This is an optimization exercise on Yosys and OpenROAD, whose aim is small area, not a production implementation.
Only simulation tests tie the RTL to the original design; equivalence was not proved.
No driver is modelled on the clock port, so clock power and skew are understated where the tree is cut down; a real chip needs a root buffer or a tree.
Power and IR drop assume default switching activity.

==> inputs of job 6114 <==
==> flow/design.v <==
package ball_pkg;
	localparam logic [9:0] SERVE_X = 10'd463;
	localparam logic [9:0] SERVE_Y = 10'd275;
	function automatic logic [5:0] touch_span(logic [5:0] e);
		logic [4:0] a;
		a = e[5] ? 5'(-e) : e[4:0];
		if (e == 6'b100000 || a > 5'd28) touch_span = 6'd0;
		else begin
			case (a)
				5'd0, 5'd1, 5'd2, 5'd3, 5'd4, 5'd5, 5'd6, 5'd7: touch_span = {1'b1, 5'd28};
				5'd8, 5'd9, 5'd10: touch_span = {1'b1, 5'd27};
				5'd11, 5'd12: touch_span = {1'b1, 5'd26};
				5'd13, 5'd14: touch_span = {1'b1, 5'd25};
				5'd15, 5'd16: touch_span = {1'b1, 5'd24};
				5'd17: touch_span = {1'b1, 5'd23};
				5'd18: touch_span = {1'b1, 5'd22};
				5'd19: touch_span = {1'b1, 5'd21};
				5'd20: touch_span = {1'b1, 5'd20};
				5'd21: touch_span = {1'b1, 5'd19};
				5'd22: touch_span = {1'b1, 5'd18};
				5'd23: touch_span = {1'b1, 5'd17};
				5'd24: touch_span = {1'b1, 5'd16};
				5'd25: touch_span = {1'b1, 5'd14};
				5'd26: touch_span = {1'b1, 5'd12};
				5'd27: touch_span = {1'b1, 5'd10};
				default: touch_span = {1'b1, 5'd7};
			endcase
		end
	endfunction
	function automatic logic [4:0] goal_span(logic [4:0] e);
		logic [3:0] a;
		a = e[4] ? 4'(-e) : e[3:0];
		if (e == 5'b10000 || a > 4'd11) goal_span = 5'd0;
		else begin
			case (a)
				4'd0, 4'd1, 4'd2, 4'd3, 4'd4: goal_span = {1'b1, 4'd11};
				4'd5, 4'd6: goal_span = {1'b1, 4'd10};
				4'd7: goal_span = {1'b1, 4'd9};
				4'd8: goal_span = {1'b1, 4'd8};
				4'd9: goal_span = {1'b1, 4'd7};
				4'd10: goal_span = {1'b1, 4'd6};
				default: goal_span = {1'b1, 4'd4};
			endcase
		end
	endfunction
endpackage
`timescale 1ns/1ps
module move_tick (
	input  logic clk,
	input  logic rst,
	output logic tick,
	output logic first,
	output logic phase
);
	logic [1:0] cnt;
	always_ff @(posedge clk) begin
		if (rst) cnt <= 2'd0;
		else cnt <= cnt + 2'd1;
	end
	assign tick = &cnt;
	assign first = (cnt == 2'd1);
	assign phase = cnt[1];
endmodule
`timescale 1ns/1ps
module ball_motion (
	input  logic       clk,
	input  logic       rst,
	input  logic       tick,
	input  logic       serve,
	input  logic       flip,
	output logic [9:0] x,
	output logic [9:0] y
);
	logic       lsb;         
	logic [9:1] xh;
	logic [8:1] yh;
	logic       east;
	logic       south;
	logic       srv_east;    
	logic       srv_south;
	assign x = {xh, lsb};
	assign y = {1'b0, yh, lsb};
	logic wall_x;
	logic wall_y;
	assign wall_x = (~x[9] & ~x[8] & ~x[6] & ~x[5] & ~x[0]) |    
		(x[9] & x[7] & x[3] & x[2] & x[0]);                      
	assign wall_y = (~y[8] & ~y[7] & ~y[6] & ~y[4] & ~y[1] & ~y[0]) |   
		(y[8] & y[7] & y[6] & y[5] & y[4] & y[2] & y[1]);            
	logic east_n;
	logic south_n;
	assign east_n = east ^ wall_x ^ flip;
	assign south_n = south ^ wall_y;
	logic       ld;
	logic       xen, yen;
	logic [9:1] xt;
	logic [8:1] yt;
	assign ld = rst | serve;
	assign xen = tick & ~(east_n ^ lsb);
	assign yen = tick & ~(south_n ^ lsb);
	always_comb begin
		xt[1] = xen;
		for (int i = 2; i <= 9; i++) xt[i] = xt[i-1] & ~(xh[i-1] ^ east_n);
		yt[1] = yen;
		for (int i = 2; i <= 8; i++) yt[i] = yt[i-1] & ~(yh[i-1] ^ south_n);
	end
	always_ff @(posedge clk) begin
		if (ld) begin
			lsb <= ball_pkg::SERVE_X[0];
			xh <= ball_pkg::SERVE_X[9:1];
			yh <= ball_pkg::SERVE_Y[8:1];
		end else begin
			lsb <= lsb ^ tick;
			xh <= xh ^ xt;
			yh <= yh ^ yt;
		end
	end
	always_ff @(posedge clk) begin
		if (rst) begin
			east <= 1'b0;
			south <= 1'b1;
			srv_east <= 1'b1;
			srv_south <= 1'b0;
		end else if (serve) begin
			east <= srv_east;
			south <= srv_south;
			srv_east <= ~srv_east;
			srv_south <= ~(srv_south ^ srv_east);
		end else if (tick) begin
			east <= east_n;
			south <= south_n;
		end
	end
endmodule
`timescale 1ns/1ps
module player_contact (
	input  logic       clk,
	input  logic       rst,
	input  logic       tick,
	input  logic       phase,
	input  logic [9:0] x,
	input  logic [9:0] y,
	input  logic [9:0] team1_pos,
	input  logic [9:0] team2_pos,
	output logic       flip,
	output logic       hit
);
	logic [5:0] e;
	logic [3:0] k;
	logic       win;
	logic [5:0] span;
	assign e = {x[5] ^ x[4], ~x[4], x[3:0]};
	assign k = x[9:6] + {3'd0, x[5] | x[4]};
	assign win = (k == 4'd4) || (k == 4'd9);
	assign span = ball_pkg::touch_span(e);
	logic [2:0] g;
	logic [4:0] ex;
	logic       colv;
	logic [4:0] gspan;
	assign g = {~x[5] | x[6], x[5] & ~x[6], x[5]};
	assign ex = {x[4:2] - g, x[1:0]};
	assign colv = (x[8] & x[7] & x[6] & x[5]) | (~x[9] & x[7] & ~x[6] & ~x[5]) |
		(x[8] & ~x[7] & ~x[6] & x[5]);
	assign gspan = ball_pkg::goal_span(ex);
	logic [9:0] t;
	logic [4:0] h;
	logic       xok;
	assign t = phase ? (x[9] ? team2_pos : team1_pos) : (y[8] ? 10'd450 : 10'd100);
	assign h = phase ? span[4:0] : {1'b0, gspan[3:0]};
	assign xok = phase ? (win & span[5]) : (colv & gspan[4]);
	logic [10:0] d;
	logic        s;
	logic [4:0]  m;
	logic        yin;
	logic        le;
	assign d = {1'b0, y} - {1'b0, t};
	assign s = d[10];
	assign m = d[4:0] ^ {5{s}};
	assign yin = (d[10:5] == {6{s}});
	assign le = ({1'b0, m} + {5'd0, s}) <= {1'b0, h};
	logic hit_latch;
	assign hit = xok & yin & le;
	assign flip = hit & ~hit_latch;
	always_ff @(posedge clk) begin
		if (rst) hit_latch <= 1'b0;
		else if (tick) hit_latch <= hit;
	end
endmodule
`timescale 1ns/1ps
module serve_control (
	input  logic       clk,
	input  logic       rst,
	input  logic [9:0] y,
	input  logic [3:0] buttons,
	input  logic       first,
	input  logic       hit,
	output logic       serve,
	output logic       score_team1,
	output logic       score_team2
);
	logic btn;
	assign score_team1 = hit & first & ~y[8];
	assign score_team2 = hit & first & y[8];
	assign serve = btn | (hit & first);
	always_ff @(posedge clk) begin
		if (rst) btn <= 1'b0;
		else btn <= &buttons;
	end
endmodule
`timescale 1ns/1ps
module ball_controller (
	input  logic       clk,
	input  logic       rst,
	input  logic [9:0] team1_pos,
	input  logic [9:0] team2_pos,
	input  logic [3:0] buttons,
	output logic [19:0] ball_pos,
	output logic       score_team1,
	output logic       score_team2
);
	logic       tick;
	logic       first;
	logic       phase;
	logic       serve;
	logic       flip;
	logic       hit;
	logic [9:0] x;
	logic [9:0] y;
	assign ball_pos = {x, y};
	move_tick move_tick_inst (
		.clk  (clk),
		.rst  (rst),
		.tick (tick),
		.first(first),
		.phase(phase)
	);
	ball_motion ball_motion_inst (
		.clk  (clk),
		.rst  (rst),
		.tick (tick),
		.serve(serve),
		.flip (flip),
		.x    (x),
		.y    (y)
	);
	player_contact player_contact_inst (
		.clk      (clk),
		.rst      (rst),
		.tick     (tick),
		.phase    (phase),
		.x        (x),
		.y        (y),
		.team1_pos(team1_pos),
		.team2_pos(team2_pos),
		.flip     (flip),
		.hit      (hit)
	);
	serve_control serve_control_inst (
		.clk        (clk),
		.rst        (rst),
		.y          (y),
		.buttons    (buttons),
		.first      (first),
		.hit        (hit),
		.serve      (serve),
		.score_team1(score_team1),
		.score_team2(score_team2)
	);
endmodule
==> flow/flow/run.sh <==
#!/bin/bash
# Own layout flow: the standard flow (standard.sh), with these changes.
# 1. Synthesis: the standard synthesis script (same passes and the same
#    flip-flop mapping, so the same registers) but without the full/half-adder
#    extraction and the Kogge-Stone carry map, and with an area-oriented ABC
#    script (abc_template.script) for the combinational logic. The script's
#    random restructuring (&deepsyn) is tried with SEEDS seeds, each with and
#    without pin permutation in the mapper (&nf -p), each in its own ORFS
#    work folder, and the smallest netlist is kept and carried on through
#    the rest of the flow.
# 2. Port buffers use the smallest buffer cell (buf_1) instead of the
#    default pick (every input and output port still gets its buffer), and
#    the clock tree uses clkbuf_8 without a dummy balancing load.
# Each tool's output goes to a log file in this folder.
set -euo pipefail
W=$(pwd)
F=$W/flow
prep() {
	# $1 scripts folder, $2 ABC script
	rm -rf "$1"
	cp -r "$FLOW_HOME/scripts" "$1"
	python3 - "$1" "$2" <<'PY'
import sys
s = sys.argv[1]
p = s + '/synth.tcl'
t = open(p).read()
a = t.index('# Technology mapping of adders')
b = t.index('# Technology mapping of latches')
t = t[:a] + t[b:]
t = t.replace('"-extra-map $::env(FLOW_HOME)/platforms/common/lcu_kogge_stone.v"', '""')
open(p, 'w').write(t)
open(s + '/abc_area.script', 'w').write(open(sys.argv[2]).read())
PY
}
area() {
	grep "Chip area for module" "$1/reports/sky130hd/ball_controller/base/synth_stat.txt" | awk '{print $NF}'
}
SEEDS=12
names=()
for i in $(seq 0 $((SEEDS - 1))); do
	for p in n p; do
		n=d$i$p
		names+=("$n")
		o=""
		[[ $p == p ]] && o="-p"
		sed -e "s/@SEED@/$i/" -e "s/@NFOPT@/$o/" "$F/abc_template.script" > "$W/abc_$n.script"
		prep "$W/scripts_$n" "$W/abc_$n.script"
	done
done
# run the trials, NUM_CORES at a time
pids=()
for n in "${names[@]}"; do
	bash standard.sh WORK_HOME="$W/try_$n" SCRIPTS_DIR="$W/scripts_$n" ABC_AREA=1 synth > "synth_$n.log" 2>&1 &
	pids+=($!)
	if (( ${#pids[@]} >= ${NUM_CORES:-4} )); then
		wait "${pids[0]}" || true
		pids=("${pids[@]:1}")
	fi
done
for p in "${pids[@]}"; do wait "$p" || true; done
best=""
bestarea=""
for n in "${names[@]}"; do
	if [[ -f "$W/try_$n/results/sky130hd/ball_controller/base/1_synth.odb" ]]; then
		ar=$(area "$W/try_$n")
		echo "$n $ar" >> synth_trials.log
		if [[ -z "$best" ]] || python3 -c "import sys; sys.exit(0 if $ar < $bestarea else 1)"; then
			best=$n; bestarea=$ar
		fi
	fi
done
echo "chosen $best $bestarea" >> synth_trials.log
rm -rf "$W/orfs"
mv "$W/try_$best" "$W/orfs"
for n in "${names[@]}"; do
	rm -rf "$W/try_$n"
	[[ "$n" == "$best" ]] || rm -rf "$W/scripts_$n"
done
bash standard.sh SCRIPTS_DIR="$W/scripts_$best" BUFFER_PORTS_ARGS="-buffer_cell sky130_fd_sc_hd__buf_1" \
	CTS_ARGS="-sink_clustering_enable -repair_clock_nets -buf_list sky130_fd_sc_hd__clkbuf_8 -dont_use_dummy_load" \
	> layout.log 2>&1
==> flow/flow/abc_template.script <==
strash
dc2
&get -n
&deepsyn -S @SEED@ -T 30
&put
dc2
&get -n
&dch -f
&nf @NFOPT@ -R 1000
&put
==> flow/standard.sh <==
#!/bin/bash
# synth_recipe.tcl (not shown) runs the flow's synth.tcl, then flattens the netlist and writes it again
# the make line also repeats each setting of config.mk as NAME=value (left out here)
make -C /OpenROAD-flow-scripts/flow DESIGN_CONFIG=/design/flow/config.mk WORK_HOME=/design/flow/orfs CLKGATE_MAP_FILE= SYNTH_SCRIPT=/design/flow/synth_recipe.tcl "${@:-finish}"
==> flow/config.mk <==
export PLATFORM = sky130hd
export DESIGN_NAME = ball_controller
export DESIGN_NICKNAME = ball_controller
export VERILOG_FILES = /design/flow/design.v
export SDC_FILE = /design/flow/constraint.sdc
export NUM_CORES = 4
export LEC_CHECK = 0
export ABC_AREA = 1
export CAP_MARGIN = 20
export CORE_MARGIN = 2
export CORE_UTILIZATION = 40
export CTS_BUF_LIST = sky130_fd_sc_hd__clkbuf_8
export SLEW_MARGIN = 20
==> flow/constraint.sdc <==
create_clock -name core_clock -period 25.0 [get_ports {clk}]
set_input_delay 5.0000 -clock core_clock [delete_from_list [all_inputs] [get_ports {clk}]]
set_output_delay 5.0000 -clock core_clock [all_outputs]
set_load 0.01 [all_outputs]
==> job 5141 (differences from job 6114) <==
--- a/flow/design.v
+++ b/flow/design.v
@@ -29,18 +29,2 @@
 	endfunction
-	function automatic logic [4:0] goal_span(logic [4:0] e);
-		logic [3:0] a;
-		a = e[4] ? 4'(-e) : e[3:0];
-		if (e == 5'b10000 || a > 4'd11) goal_span = 5'd0;
-		else begin
-			case (a)
-				4'd0, 4'd1, 4'd2, 4'd3, 4'd4: goal_span = {1'b1, 4'd11};
-				4'd5, 4'd6: goal_span = {1'b1, 4'd10};
-				4'd7: goal_span = {1'b1, 4'd9};
-				4'd8: goal_span = {1'b1, 4'd8};
-				4'd9: goal_span = {1'b1, 4'd7};
-				4'd10: goal_span = {1'b1, 4'd6};
-				default: goal_span = {1'b1, 4'd4};
-			endcase
-		end
-	endfunction
 endpackage
@@ -51,4 +35,3 @@
 	output logic tick,
-	output logic first,
-	output logic phase
+	output logic first
 );
@@ -61,3 +44,2 @@
 	assign first = (cnt == 2'd1);
-	assign phase = cnt[1];
 endmodule
@@ -138,3 +120,2 @@
 	input  logic       tick,
-	input  logic       phase,
 	input  logic [9:0] x,
@@ -143,28 +124,14 @@
 	input  logic [9:0] team2_pos,
-	output logic       flip,
-	output logic       hit
-);
+	output logic       flip
+);
+	logic [9:0] t;
+	assign t = x[9] ? team2_pos : team1_pos;
 	logic [5:0] e;
+	assign e = {x[5] ^ x[4], ~x[4], x[3:0]};
 	logic [3:0] k;
 	logic       win;
-	logic [5:0] span;
-	assign e = {x[5] ^ x[4], ~x[4], x[3:0]};
 	assign k = x[9:6] + {3'd0, x[5] | x[4]};
 	assign win = (k == 4'd4) || (k == 4'd9);
+	logic [5:0] span;
 	assign span = ball_pkg::touch_span(e);
-	logic [2:0] g;
-	logic [4:0] ex;
-	logic       colv;
-	logic [4:0] gspan;
-	assign g = {~x[5] | x[6], x[5] & ~x[6], x[5]};
-	assign ex = {x[4:2] - g, x[1:0]};
-	assign colv = (x[8] & x[7] & x[6] & x[5]) | (~x[9] & x[7] & ~x[6] & ~x[5]) |
-		(x[8] & ~x[7] & ~x[6] & x[5]);
-	assign gspan = ball_pkg::goal_span(ex);
-	logic [9:0] t;
-	logic [4:0] h;
-	logic       xok;
-	assign t = phase ? (x[9] ? team2_pos : team1_pos) : (y[8] ? 10'd450 : 10'd100);
-	assign h = phase ? span[4:0] : {1'b0, gspan[3:0]};
-	assign xok = phase ? (win & span[5]) : (colv & gspan[4]);
 	logic [10:0] d;
@@ -178,9 +145,10 @@
 	assign yin = (d[10:5] == {6{s}});
-	assign le = ({1'b0, m} + {5'd0, s}) <= {1'b0, h};
+	assign le = ({1'b0, m} + {5'd0, s}) <= {1'b0, span[4:0]};
+	logic touch;
 	logic hit_latch;
-	assign hit = xok & yin & le;
-	assign flip = hit & ~hit_latch;
+	assign touch = win & span[5] & yin & le;
+	assign flip = touch & ~hit_latch;
 	always_ff @(posedge clk) begin
 		if (rst) hit_latch <= 1'b0;
-		else if (tick) hit_latch <= hit;
+		else if (tick) hit_latch <= touch;
 	end
@@ -191,2 +159,3 @@
 	input  logic       rst,
+	input  logic [9:0] x,
 	input  logic [9:0] y,
@@ -194,3 +163,2 @@
 	input  logic       first,
-	input  logic       hit,
 	output logic       serve,
@@ -199,6 +167,53 @@
 );
+	logic colv, red_win, blue_win, disc;
+	logic [2:0] k;
+	logic [4:0] ex;
+	logic [4:0] ey;
+	assign k = {~x[5] | x[6], x[5] & ~x[6], x[5]};
+	assign ex = {x[4:2] - k, x[1:0]};
+	assign ey = y[4:0] - (red_win ? 5'd4 : 5'd2);
+	assign colv = (x[8] & x[7] & x[6] & x[5]) |
+		(~x[9] & x[7] & ~x[6] & ~x[5]) |
+		(x[8] & ~x[7] & ~x[6] & x[5]);
+	assign red_win = (~y[8] & ~y[7] & ~y[5] & y[4]) |
+		(~y[8] & ~y[7] & y[6] & y[5] & ~y[4]);
+	assign blue_win = (y[8] & y[7] & y[6] & ~y[5] & ~y[4]) |
+		(y[8] & y[7] & y[5] & y[4]);
+	assign disc = (~ey[4] & ~ey[3] & ~ex[4] & ~ex[3]) |
+		(~ey[4] & ~ey[3] & ex[4] & ex[3]) |
+		(ey[4] & ey[3] & ~ex[4] & ~ex[3]) |
+		(ey[4] & ey[3] & ex[4] & ex[3]) |
+		(~ey[4] & ~ey[3] & ~ey[0] & ~ex[4] & ~ex[2]) |
+		(~ey[4] & ~ey[2] & ex[4] & ex[3] & ex[2]) |
+		(ey[4] & ey[2] & ey[1] & ~ex[4] & ~ex[3]) |
+		(ey[3] & ~ey[2] & ~ex[4] & ~ex[3] & ~ex[2]) |
+		(ey[4] & ey[3] & ey[2] & ~ex[4] & ~ex[2]) |
+		(~ey[4] & ~ey[3] & ex[4] & ex[2] & ex[1]) |
+		(~ey[4] & ~ey[2] & ~ey[1] & ex[4] & ex[3]) |
+		(~ey[4] & ~ey[2] & ~ey[0] & ~ex[4] & ~ex[3]) |
+		(ey[4] & ey[3] & ~ex[4] & ~ex[2] & ~ex[1]) |
+		(~ey[4] & ~ey[3] & ~ex[4] & ~ex[2] & ~ex[1]) |
+		(ey[4] & ey[3] & ey[2] & ey[0] & ~ex[3] & ex[2]) |
+		(ey[4] & ey[2] & ey[0] & ex[4] & ex[3] & ex[2]) |
+		(~ey[3] & ey[2] & ey[1] & ex[4] & ex[3] & ex[1]) |
+		(ey[4] & ey[3] & ey[1] & ~ex[3] & ex[2] & ex[1]) |
+		(~ey[4] & ~ey[2] & ~ey[1] & ~ex[4] & ~ex[3]) |
+		(~ey[4] & ~ey[3] & ~ey[2] & ex[3] & ~ex[2]) |
+		(ey[4] & ey[2] & ~ex[4] & ~ex[3] & ~ex[2] & ex[0]) |
+		(~ey[4] & ~ey[3] & ~ey[2] & ~ex[3] & ex[2] & ex[0]) |
+		(ey[4] & ey[3] & ey[1] & ~ex[4] & ~ex[2] & ~ex[0]) |
+		(ey[4] & ey[2] & ey[1] & ey[0] & ex[4] & ex[3]) |
+		(ey[3] & ~ey[2] & ~ey[0] & ex[4] & ex[3] & ex[1]) |
+		(ey[4] & ey[3] & ey[2] & ~ex[3] & ex[2] & ex[1]) |
+		(ey[4] & ey[3] & ey[0] & ~ex[3] & ex[2] & ex[1]) |
+		(~ey[3] & ey[2] & ey[1] & ex[4] & ex[3] & ex[2]) |
+		(~ey[4] & ~ey[2] & ~ey[1] & ~ey[0] & ~ex[4] & ~ex[2] & ~ex[1]);
+	logic in_red;
+	logic in_blue;
+	assign in_red = colv & red_win & disc;
+	assign in_blue = colv & blue_win & disc;
 	logic btn;
-	assign score_team1 = hit & first & ~y[8];
-	assign score_team2 = hit & first & y[8];
-	assign serve = btn | (hit & first);
+	assign score_team1 = in_red & first;
+	assign score_team2 = in_blue & first;
+	assign serve = btn | score_team1 | score_team2;
 	always_ff @(posedge clk) begin
@@ -221,6 +236,4 @@
 	logic       first;
-	logic       phase;
 	logic       serve;
 	logic       flip;
-	logic       hit;
 	logic [9:0] x;
@@ -229,7 +242,6 @@
 	move_tick move_tick_inst (
-		.clk  (clk),
-		.rst  (rst),
+		.clk (clk),
+		.rst (rst),
 		.tick (tick),
-		.first(first),
-		.phase(phase)
+		.first(first)
 	);
@@ -248,3 +260,2 @@
 		.tick     (tick),
-		.phase    (phase),
 		.x        (x),
@@ -253,4 +264,3 @@
 		.team2_pos(team2_pos),
-		.flip     (flip),
-		.hit      (hit)
+		.flip     (flip)
 	);
@@ -259,2 +269,3 @@
 		.rst        (rst),
+		.x          (x),
 		.y          (y),
@@ -262,3 +273,2 @@
 		.first      (first),
-		.hit        (hit),
 		.serve      (serve),
--- a/flow/flow/run.sh
+++ b/flow/flow/run.sh
@@ -7,5 +7,4 @@
 #    random restructuring (&deepsyn) is tried with SEEDS seeds, each with and
-#    without pin permutation in the mapper (&nf -p), each in its own ORFS
-#    work folder, and the smallest netlist is kept and carried on through
-#    the rest of the flow.
+#    without a dc2 pass before it, each in its own ORFS work folder, and the
+#    smallest netlist is kept and carried on through the rest of the flow.
 # 2. Port buffers use the smallest buffer cell (buf_1) instead of the
@@ -37,11 +36,11 @@
 }
-SEEDS=12
+SEEDS=16
 names=()
 for i in $(seq 0 $((SEEDS - 1))); do
-	for p in n p; do
+	for p in a b; do
 		n=d$i$p
 		names+=("$n")
-		o=""
-		[[ $p == p ]] && o="-p"
-		sed -e "s/@SEED@/$i/" -e "s/@NFOPT@/$o/" "$F/abc_template.script" > "$W/abc_$n.script"
+		o="dc2"
+		[[ $p == b ]] && o="balance"
+		sed -e "s/@SEED@/$i/" -e "s/@PRE@/$o/" "$F/abc_template.script" > "$W/abc_$n.script"
 		prep "$W/scripts_$n" "$W/abc_$n.script"
==> flow/flow/abc_template.script (replaced) <==
strash
@PRE@
&get -n
&deepsyn -S @SEED@ -T 40
&put
dc2
&get -n
&dch -f
&nf -R 1000
&put
--- a/flow/config.mk
+++ b/flow/config.mk
@@ -8,3 +8,3 @@
 export ABC_AREA = 1
-export CAP_MARGIN = 20
+export CAP_MARGIN = 0
 export CORE_MARGIN = 2
@@ -12,2 +12,2 @@
 export CTS_BUF_LIST = sky130_fd_sc_hd__clkbuf_8
-export SLEW_MARGIN = 20
+export SLEW_MARGIN = 0
==> job 8047 (differences from job 6114) <==
--- a/flow/flow/run.sh
+++ b/flow/flow/run.sh
@@ -2,14 +2,2 @@
 # Own layout flow: the standard flow (standard.sh), with these changes.
-# 1. Synthesis: the standard synthesis script (same passes and the same
-#    flip-flop mapping, so the same registers) but without the full/half-adder
-#    extraction and the Kogge-Stone carry map, and with an area-oriented ABC
-#    script (abc_template.script) for the combinational logic. The script's
-#    random restructuring (&deepsyn) is tried with SEEDS seeds, each with and
-#    without pin permutation in the mapper (&nf -p), each in its own ORFS
-#    work folder, and the smallest netlist is kept and carried on through
-#    the rest of the flow.
-# 2. Port buffers use the smallest buffer cell (buf_1) instead of the
-#    default pick (every input and output port still gets its buffer), and
-#    the clock tree uses clkbuf_8 without a dummy balancing load.
-# Each tool's output goes to a log file in this folder.
 set -euo pipefail
@@ -37,11 +25,13 @@
 }
-SEEDS=12
+SEEDS=24
 names=()
 for i in $(seq 0 $((SEEDS - 1))); do
-	for p in n p; do
+	for p in a b c; do
 		n=d$i$p
 		names+=("$n")
-		o=""
-		[[ $p == p ]] && o="-p"
-		sed -e "s/@SEED@/$i/" -e "s/@NFOPT@/$o/" "$F/abc_template.script" > "$W/abc_$n.script"
+		o="dc2"
+		e=""
+		[[ $p == b ]] && o="balance"
+		[[ $p == c ]] && e="-E 20"
+		sed -e "s/@SEED@/$i/" -e "s/@PRE@/$o/" -e "s/@NF@/$e/" "$F/abc_template.script" > "$W/abc_$n.script"
 		prep "$W/scripts_$n" "$W/abc_$n.script"
@@ -49,3 +39,4 @@
 done
-# run the trials, NUM_CORES at a time
+# run the trials, one per CPU at a time (synthesis is single-threaded)
+PAR=$(nproc)
 pids=()
@@ -54,3 +45,3 @@
 	pids+=($!)
-	if (( ${#pids[@]} >= ${NUM_CORES:-4} )); then
+	if (( ${#pids[@]} >= PAR )); then
 		wait "${pids[0]}" || true
@@ -80,2 +71,3 @@
 	CTS_ARGS="-sink_clustering_enable -repair_clock_nets -buf_list sky130_fd_sc_hd__clkbuf_8 -dont_use_dummy_load" \
+	POST_CTS_TCL="$F/noroot.tcl" \
 	> layout.log 2>&1
==> flow/flow/abc_template.script (replaced) <==
strash
@PRE@
&get -n
&deepsyn -S @SEED@ -T 40
&put
dc2
&get -n
&dch -f
&nf -R 1000 @NF@
&put
==> flow/flow/noroot.tcl (new file) <==
set block [ord::get_db_block]
set clk_net [[$block findBTerm clk] getNet]
set roots {}
set leaves {}
foreach inst [$block getInsts] {
	if {![string match "sky130_fd_sc_hd__clkbuf_*" [[$inst getMaster] getName]]} { continue }
	foreach it [$inst getITerms] {
		if {[$it isInputSignal] && [$it getNet] != "NULL"} {
			if {[[$it getNet] getId] == [$clk_net getId]} {
				lappend roots $inst
			} else {
				lappend leaves $inst
			}
		}
	}
}
puts "noroot: [llength $roots] root, [llength $leaves] leaf clock buffers"
if {[llength $roots] == 1 && [llength $leaves] >= 1 && [llength $leaves] <= 4} {
	set root [lindex $roots 0]
	set rnet ""
	foreach it [$root getITerms] {
		if {[$it isOutputSignal]} { set rnet [$it getNet] }
	}
	# every load of the root net must be a leaf buffer input
	set ok 1
	set loads {}
	foreach it [$rnet getITerms] {
		if {[$it getInst] == $root} { continue }
		if {[lsearch $leaves [$it getInst]] < 0} { set ok 0 }
		lappend loads $it
	}
	if {$ok} {
		foreach it $loads {
			$it disconnect
			$it connect $clk_net
		}
		odb::dbInst_destroy $root
		odb::dbNet_destroy $rnet
		puts "noroot: removed [llength $roots] root buffer, clock port drives [llength $loads] leaf buffers"
	}
}
--- a/flow/config.mk
+++ b/flow/config.mk
@@ -8,3 +8,3 @@
 export ABC_AREA = 1
-export CAP_MARGIN = 20
+export CAP_MARGIN = 0
 export CORE_MARGIN = 2
@@ -12,2 +12,2 @@
 export CTS_BUF_LIST = sky130_fd_sc_hd__clkbuf_8
-export SLEW_MARGIN = 20
+export SLEW_MARGIN = 0
==> job 814 (differences from job 6114) <==
--- a/flow/flow/run.sh
+++ b/flow/flow/run.sh
@@ -7,5 +7,4 @@
 #    random restructuring (&deepsyn) is tried with SEEDS seeds, each with and
-#    without pin permutation in the mapper (&nf -p), each in its own ORFS
-#    work folder, and the smallest netlist is kept and carried on through
-#    the rest of the flow.
+#    without a dc2 pass before it, each in its own ORFS work folder, and the
+#    smallest netlist is kept and carried on through the rest of the flow.
 # 2. Port buffers use the smallest buffer cell (buf_1) instead of the
@@ -37,11 +36,11 @@
 }
-SEEDS=12
+SEEDS=16
 names=()
 for i in $(seq 0 $((SEEDS - 1))); do
-	for p in n p; do
+	for p in a b; do
 		n=d$i$p
 		names+=("$n")
-		o=""
-		[[ $p == p ]] && o="-p"
-		sed -e "s/@SEED@/$i/" -e "s/@NFOPT@/$o/" "$F/abc_template.script" > "$W/abc_$n.script"
+		o="dc2"
+		[[ $p == b ]] && o="balance"
+		sed -e "s/@SEED@/$i/" -e "s/@PRE@/$o/" "$F/abc_template.script" > "$W/abc_$n.script"
 		prep "$W/scripts_$n" "$W/abc_$n.script"
==> flow/flow/abc_template.script (replaced) <==
strash
@PRE@
&get -n
&deepsyn -S @SEED@ -T 40
&put
dc2
&get -n
&dch -f
&nf -R 1000
&put
--- a/flow/config.mk
+++ b/flow/config.mk
@@ -8,3 +8,3 @@
 export ABC_AREA = 1
-export CAP_MARGIN = 20
+export CAP_MARGIN = 0
 export CORE_MARGIN = 2
@@ -12,2 +12,2 @@
 export CTS_BUF_LIST = sky130_fd_sc_hd__clkbuf_8
-export SLEW_MARGIN = 20
+export SLEW_MARGIN = 0
==> qor summary <==
| item | job 8047 | job 6114 | job 5141 | job 814 |
|---|---|---|---|---|
| Result of the run | timing/DRC/antenna clean | timing/DRC/antenna clean | timing/DRC/antenna clean | timing/DRC/antenna clean |
| Clock network power | 0.0000183 W | 0.0000245 W | 0.0000240 W | 0.0000236 W |
| Proportion of synthesized chip area in sequential cells | 25.1% | 24.7% | 25.3% | 25.1% |
| Core area | 0.00504 mm^2 | 0.00511 mm^2 | 0.00504 mm^2 | 0.00504 mm^2 |
| Achievable frequency | 68.1 MHz | 67.7 MHz | 92.2 MHz | 68.0 MHz |
| Number of cells on the critical path | 21 | 22 | 29 | 21 |
| Reported leakage power | 0.777 nW | 0.845 nW | 0.785 nW | 0.785 nW |
| Adder-cell share of the synthesized area | 1.93% | 0.950% | 1.94% | 1.93% |
| Cell with the largest stage delay on the worst path | sky130_fd_sc_hd__a2111oi_0 | sky130_fd_sc_hd__a2111oi_0 | sky130_fd_sc_hd__maj3_1 | sky130_fd_sc_hd__a2111oi_0 |
| Setup slack after layout | 10.31 ns | 10.23 ns | 14.15 ns | 10.30 ns |
| Syn-to-layout area delta | 13.2% | 13.5% | 13.9% | 13.8% |
| Setup Fix Bufs, Post-CTS | - | 0 | 0 | 0 |
| Data-path buffer share of cell area in the final layout | 7.68% | 7.22% | 7.68% | 7.64% |
| Area of placed instances | 0.00232 mm^2 | 0.00235 mm^2 | 0.00231 mm^2 | 0.00232 mm^2 |
| Routing usage on met1 | 27.0% | 26.6% | 25.4% | 27.0% |
| Gpl congestion | 0.821 | 0.820 | 0.802 | 0.821 |
| Portion of netlist area occupied by mux cells | 3.99% | 2.49% | 5.34% | 3.99% |
| Number of buffers inserted during clock tree synthesis | - | 3 | 3 | 3 |
| Fraction of synthesized cell area taken by the top area cell type | 25.1% | 24.7% | 25.3% | 25.1% |

[separate check: timing with driven ports]
Ports are ideal in the flow. The routed layouts listed here were re-timed in OpenROAD. Step 1 sets driving cells, clkbuf_16 on the clock port and buf_2 on the other inputs (assumed; they add their load-dependent delay and slew). Step 2 moves the port delays by t, midway between the first and last clock arrival at a register: inputs arrive t later, outputs are due t later. That takes back most of the time a late clock gives input paths. Three values: ideal ports, drivers, drivers and shift; two values: the first two.
run | shift t [ns] | slack for setup (ns) | clock arrival spread, ns | worst slew at a driven data input, ns | pins driven straight from the clock port
job 6114 | 0.296 | 10.229 / 10.196 / 10.196 | 0.006 / 0.006 | 0.03 | 1
job 5141 | 0.294 | 14.155 / 14.158 / 13.863 | 0.011 / 0.011 | 0.03 | 1
job 8047 | 0.177 | 10.308 / 10.279 / 10.279 | 0.005 / 0.005 | 0.04 | 2
job 814 | 0.293 | 10.299 / 10.271 / 10.271 | 0.005 / 0.005 | 0.04 | 1
After both steps every run listed still meets setup and hold. The setup slack of job 5141, which loses most, moves by +0.003 ns with the drivers and by -0.292 ns with both steps.
